Background: an optimization exercise with open tools, aiming at small area and a short achievable clock period. Do not read the settings as production practice.
Only simulation tests tie the RTL to the original design; equivalence was not proved.
Power and IR drop assume default switching activity.

## mul32
module mul32 (
    input  logic        clk,
    input  logic        rst,
    input  logic        in_valid,
    input  logic [31:0] a,
    input  logic [31:0] b,
    output logic        out_valid,
    output logic [31:0] hi,
    output logic [31:0] lo
);
    logic bo0;
    logic bt0;
    logic bn0;
    logic bo1;
    logic bt1;
    logic bn1;
    logic bo2;
    logic bt2;
    logic bn2;
    logic bo3;
    logic bt3;
    logic bn3;
    logic bo4;
    logic bt4;
    logic bn4;
    logic bo5;
    logic bt5;
    logic bn5;
    logic bo6;
    logic bt6;
    logic bn6;
    logic bo7;
    logic bt7;
    logic bn7;
    logic bo8;
    logic bt8;
    logic bn8;
    logic bo9;
    logic bt9;
    logic bn9;
    logic bo10;
    logic bt10;
    logic bn10;
    logic bo11;
    logic bt11;
    logic bn11;
    logic bo12;
    logic bt12;
    logic bn12;
    logic bo13;
    logic bt13;
    logic bn13;
    logic bo14;
    logic bt14;
    logic bn14;
    logic bo15;
    logic bt15;
    logic bn15;
    logic bon0;
    logic btn0;
    logic bnn0;
    logic bon1;
    logic btn1;
    logic bnn1;
    logic bon2;
    logic btn2;
    logic bnn2;
    logic bon3;
    logic btn3;
    logic bnn3;
    logic bon4;
    logic btn4;
    logic bnn4;
    logic bon5;
    logic btn5;
    logic bnn5;
    logic bon6;
    logic btn6;
    logic bnn6;
    logic bon7;
    logic btn7;
    logic bnn7;
    logic bon8;
    logic btn8;
    logic bnn8;
    logic bon9;
    logic btn9;
    logic bnn9;
    logic bon10;
    logic btn10;
    logic bnn10;
    logic bon11;
    logic btn11;
    logic bnn11;
    logic bon12;
    logic btn12;
    logic bnn12;
    logic bon13;
    logic btn13;
    logic bnn13;
    logic bon14;
    logic btn14;
    logic bnn14;
    logic bon15;
    logic btn15;
    logic bnn15;
    logic an0;
    logic an1;
    logic an2;
    logic an3;
    logic an4;
    logic an5;
    logic an6;
    logic an7;
    logic an8;
    logic an9;
    logic an10;
    logic an11;
    logic an12;
    logic an13;
    logic an14;
    logic an15;
    logic an16;
    logic an17;
    logic an18;
    logic an19;
    logic an20;
    logic an21;
    logic an22;
    logic an23;
    logic an24;
    logic an25;
    logic an26;
    logic an27;
    logic an28;
    logic an29;
    logic an30;
    logic an31;
    logic pp0_0;
  ...
For scale: about 3,200 cells after synthesis, roughly 37,000 um2 of cells after synthesis.
clock: 5.0 ns
lec_check: 0
cap_margin: 20
core_margin: 2
core_utilization: 45
cts_cluster_diameter: 100
cts_cluster_size: 20
place_density: 0.6
setup_slack_margin: 2.25
slew_margin: 20
standard.sh (not shown) runs the stock make flow with config.mk's settings and CLKGATE_MAP_FILE= SYNTH_SCRIPT=/design/flow/synth_recipe.tcl, a recipe that flattens the netlist after the stock synthesis.
==> flow/flow/run.sh <==
#!/bin/bash
# Standard ORFS layout, with one netlist pass between synthesis and floorplan:
# invopt.py removes inverters between full-adder cells (a full adder is
# self-dual, so a cell can take complemented inputs and give complemented
# outputs). nleq.py compares the two netlists on random vectors; if they differ,
# the standard netlist is used unchanged.
set -uo pipefail
R=orfs/results/sky130hd/mul32/base
bash standard.sh synth > synth.log 2>&1 || exit 1
cp $R/1_2_yosys.v $R/1_2_yosys_std.v
if python3 flow/invopt.py $R/1_2_yosys_std.v $R/1_2_yosys_opt.v > invopt.log 2>&1 &&
   python3 flow/nleq.py $R/1_2_yosys_std.v $R/1_2_yosys_opt.v > nleq.log 2>&1 &&
   grep -q "mismatches 0 " nleq.log; then
  cp $R/1_2_yosys_opt.v $R/1_2_yosys.v
  rm -f $R/1_synth.odb $R/1_synth.sdc
  bash standard.sh synth > synth2.log 2>&1 || exit 1
else
  echo "invopt not used" >> invopt.log
fi
# port buffers: a plain buf_2 on every input and output port instead of the
# delay buffer buffer_ports picks by default
export BUFFER_PORTS_ARGS="-buffer_cell sky130_fd_sc_hd__buf_2"
bash standard.sh > finish.log 2>&1
Other scripts of this flow, unchanged in this note and not shown: flow/flow/invopt.py, flow/flow/nleq.py
The first run went through all stages and came out clean.
Change:
- SETUP_SLACK_MARGIN: 2.25 -> 2.5
- SLEW_MARGIN: 20 -> 60
Routed wire length goes up by 0.75%.
Final area increases by 1.3%.
Worst setup slack improves by 0.089 ns.
Critical path depth climbs by 5.
Cell count barely changes.
Worst hold slack is about the same.
Synthesized area does not change.
Change:
- CORE_UTILIZATION: 45 -> 60
- PLACE_DENSITY: 0.6 -> 0.72
- SETUP_SLACK_MARGIN: 2.5 -> 2.3
Outcome:
- synthesized area stays the same
- setup slack is worse by 0.066 ns
- wire length came out lower by about 5.4%
- design area decreases by about 2.2%
- clock skew is higher by 0.0037 ns
- critical path depth rose by 2
- core utilization goes up by 15 points
- sequential power is about the same
Change:
- CORE_UTILIZATION: 60 -> 45
- PLACE_DENSITY: 0.72 -> 0.6
- SETUP_SLACK_MARGIN: 2.3 -> 2.4
Outcome: Worst hold slack is worse by 0.0069 ns; die area increases by 33%; clock power increases by about 4%.
Change:
- SETUP_SLACK_MARGIN: 2.4 -> 2.3
After rerunning: The new run completed without violations; clock power hardly moves; hold slack stays flat; cell area goes down by 0.77%; setup slack degrades by 0.038 ns.
Change:
- ABC_CLOCK_PERIOD_IN_PS: not set -> 2000
- CTS_CLUSTER_DIAMETER: 100 -> not set
- CTS_CLUSTER_SIZE: 20 -> not set
- SETUP_SLACK_MARGIN: 2.3 -> 2.25
- SLEW_MARGIN: 60 -> 20
Result: Critical path depth is unchanged. Core utilization goes up by 1.6 points. First-iteration DRC count rose by 13%. Area after synthesis does not change. Hold slack gets better by 0.0033 ns. Total power increases by 8.0%.

* * *

Another version of the RTL of mul32 (not shown whole).
Size: roughly 3300 cells after synthesis, roughly 130 I/O pins, ~37000 sq um of cells after synthesis.
clock: 5.0 ns
lec_check: 0
cap_margin: 20
core_margin: 2
core_utilization: 45
cts_cluster_diameter: 100
cts_cluster_size: 20
place_density: 0.6
setup_slack_margin: 2.4
slew_margin: 60
Scripts as last shown in full above: flow/flow/run.sh
Other scripts of this flow, unchanged in this note and not shown: flow/flow/invopt.py, flow/flow/nleq.py
The first run went through all stages and came out clean.
Next try:
- CTS_CLUSTER_SIZE: 20 -> 26
The new run ran to the end with no violations.
Die area stays the same.
Via count fell by 0.45%.
Total power fell by 0.72%.

* * *

RTL: one of the versions met above, not the one the previous note started from.
Size: about 3200 cells after synthesis, ~130 I/O pins, ~37000 um^2 of cells after synthesis.
## mul32
module mul32 (
    input  logic        clk,
    input  logic        rst,
    input  logic        in_valid,
    input  logic [31:0] a,
    input  logic [31:0] b,
    output logic        out_valid,
    output logic [31:0] hi,
    output logic [31:0] lo
);
    logic bo0;
    logic bt0;
    logic bn0;
    logic bo1;
    logic bt1;
    logic bn1;
    logic bo2;
    logic bt2;
    logic bn2;
    logic bo3;
    logic bt3;
    logic bn3;
    logic bo4;
    logic bt4;
    logic bn4;
    logic bo5;
    logic bt5;
    logic bn5;
    logic bo6;
    logic bt6;
    logic bn6;
    logic bo7;
    logic bt7;
    logic bn7;
    logic bo8;
    logic bt8;
    logic bn8;
    logic bo9;
    logic bt9;
    logic bn9;
    logic bo10;
    logic bt10;
    logic bn10;
    logic bo11;
    logic bt11;
    logic bn11;
    logic bo12;
    logic bt12;
    logic bn12;
    logic bo13;
    logic bt13;
    logic bn13;
    logic bo14;
    logic bt14;
    logic bn14;
    logic bo15;
    logic bt15;
    logic bn15;
    logic bon0;
    logic btn0;
    logic bnn0;
    logic bon1;
    logic btn1;
    logic bnn1;
    logic bon2;
    logic btn2;
    logic bnn2;
    logic bon3;
    logic btn3;
    logic bnn3;
    logic bon4;
    logic btn4;
    logic bnn4;
    logic bon5;
    logic btn5;
    logic bnn5;
    logic bon6;
    logic btn6;
    logic bnn6;
    logic bon7;
    logic btn7;
    logic bnn7;
    logic bon8;
    logic btn8;
    logic bnn8;
    logic bon9;
    logic btn9;
    logic bnn9;
    logic bon10;
    logic btn10;
    logic bnn10;
    logic bon11;
    logic btn11;
    logic bnn11;
    logic bon12;
    logic btn12;
    logic bnn12;
    logic bon13;
    logic btn13;
    logic bnn13;
    logic bon14;
    logic btn14;
    logic bnn14;
    logic bon15;
    logic btn15;
    logic bnn15;
    logic an0;
    logic an1;
    logic an2;
    logic an3;
    logic an4;
    logic an5;
    logic an6;
    logic an7;
    logic an8;
    logic an9;
    logic an10;
    logic an11;
    logic an12;
    logic an13;
    logic an14;
    logic an15;
    logic an16;
    logic an17;
    logic an18;
    logic an19;
    logic an20;
    logic an21;
    logic an22;
    logic an23;
    logic an24;
    logic an25;
    logic an26;
    logic an27;
    logic an28;
    logic an29;
    logic an30;
    logic an31;
    logic pp0_0;
    logic pp0_1;
    logic pp0_2;
  ...
Settings: LEC_CHECK=0, CAP_MARGIN=20, CORE_MARGIN=2, CORE_UTILIZATION=45, PLACE_DENSITY=0.6, SETUP_SLACK_MARGIN=2.25, SLEW_MARGIN=20; clock period 5.0 ns.
Scripts as last shown in full above: flow/flow/run.sh
Other scripts of this flow, unchanged in this note and not shown: flow/flow/invopt.py, flow/flow/nleq.py
Edit:
- CTS_CLUSTER_DIAMETER: default -> 100
- CTS_CLUSTER_SIZE: default -> 26
- SETUP_SLACK_MARGIN: 2.25 -> 2.4
- SLEW_MARGIN: 20 -> 60
=> Final cell count goes down by 2.0%; register-to-register slack is better by 0.11 ns; setup slack is better by 0.11 ns; total power fell by 7.1%; synthesized area stays the same; maximum frequency climbs by 4.3%; final area went down by 3.0%; hold slack gets better by 0.0084 ns; critical path depth is higher by 8; combinational power stays flat; routed wire length is lower by 0.93%.
Edit:
--- a/flow/flow/run.sh
+++ b/flow/flow/run.sh
@@ -19,5 +19,2 @@
 fi
-# port buffers: a plain buf_2 on every input and output port instead of the
-# delay buffer buffer_ports picks by default
-export BUFFER_PORTS_ARGS="-buffer_cell sky130_fd_sc_hd__buf_2"
 bash standard.sh > finish.log 2>&1
- CTS_CLUSTER_DIAMETER: 100 -> default
- CTS_CLUSTER_SIZE: 26 -> default
- SLEW_MARGIN: 60 -> 20
Combinational power grows by about 3%.
Die area does not change.
Utilization grows by 3.1 points.
Total power grows by 10%.

## what the ideal ports hide
Ports are ideal in the flow. The routed layouts listed here were re-timed in OpenROAD. Step 1 (the two cells are an assumption about what drives the block):
set clk [get_ports {clk}]
set_driving_cell -lib_cell sky130_fd_sc_hd__clkbuf_16 $clk
set_driving_cell -lib_cell sky130_fd_sc_hd__buf_2 [delete_from_list [all_inputs] $clk]
Step 2 also shifts input and output timing later by t, the mid clock arrival at the registers, as if the neighbouring blocks saw the same clock. Three values: ideal, step 1, step 2; two values: the first two.
| run | t (ns) | slack for setup (ns) | cell pins on the clock port's net |
|---|---|---|---|
| the first run of note 1 | 0.656 | 2.258 / 2.258 / 2.258 | 1 |
| the second run of note 1 | 0.660 | 2.346 / 2.346 / 2.346 | 1 |
| the third run of note 1 | 0.658 | 2.280 / 2.280 / 2.280 | 1 |
| the fourth run of note 1 | 0.666 | 2.377 / 2.377 / 2.377 | 1 |
| the fifth run of note 1 | 0.669 | 2.339 / 2.339 / 2.339 | 1 |
| the sixth run of note 1 | 0.680 | 2.233 / 2.233 / 2.233 | 1 |
| the first run of note 2 | 0.661 | 2.413 / 2.413 / 2.413 | 1 |
| the second run of note 2 | 0.644 | 2.402 / 2.402 / 2.402 | 1 |
| the first run of note 3 | 0.680 | 2.233 / 2.233 / 2.233 | 1 |
| the second run of note 3 | 0.652 | 2.347 / 2.347 / 2.347 | 1 |
| the third run of note 3 | 0.692 | 2.343 / 2.343 / 2.343 | 1 |
After both steps every run listed still meets setup and hold.
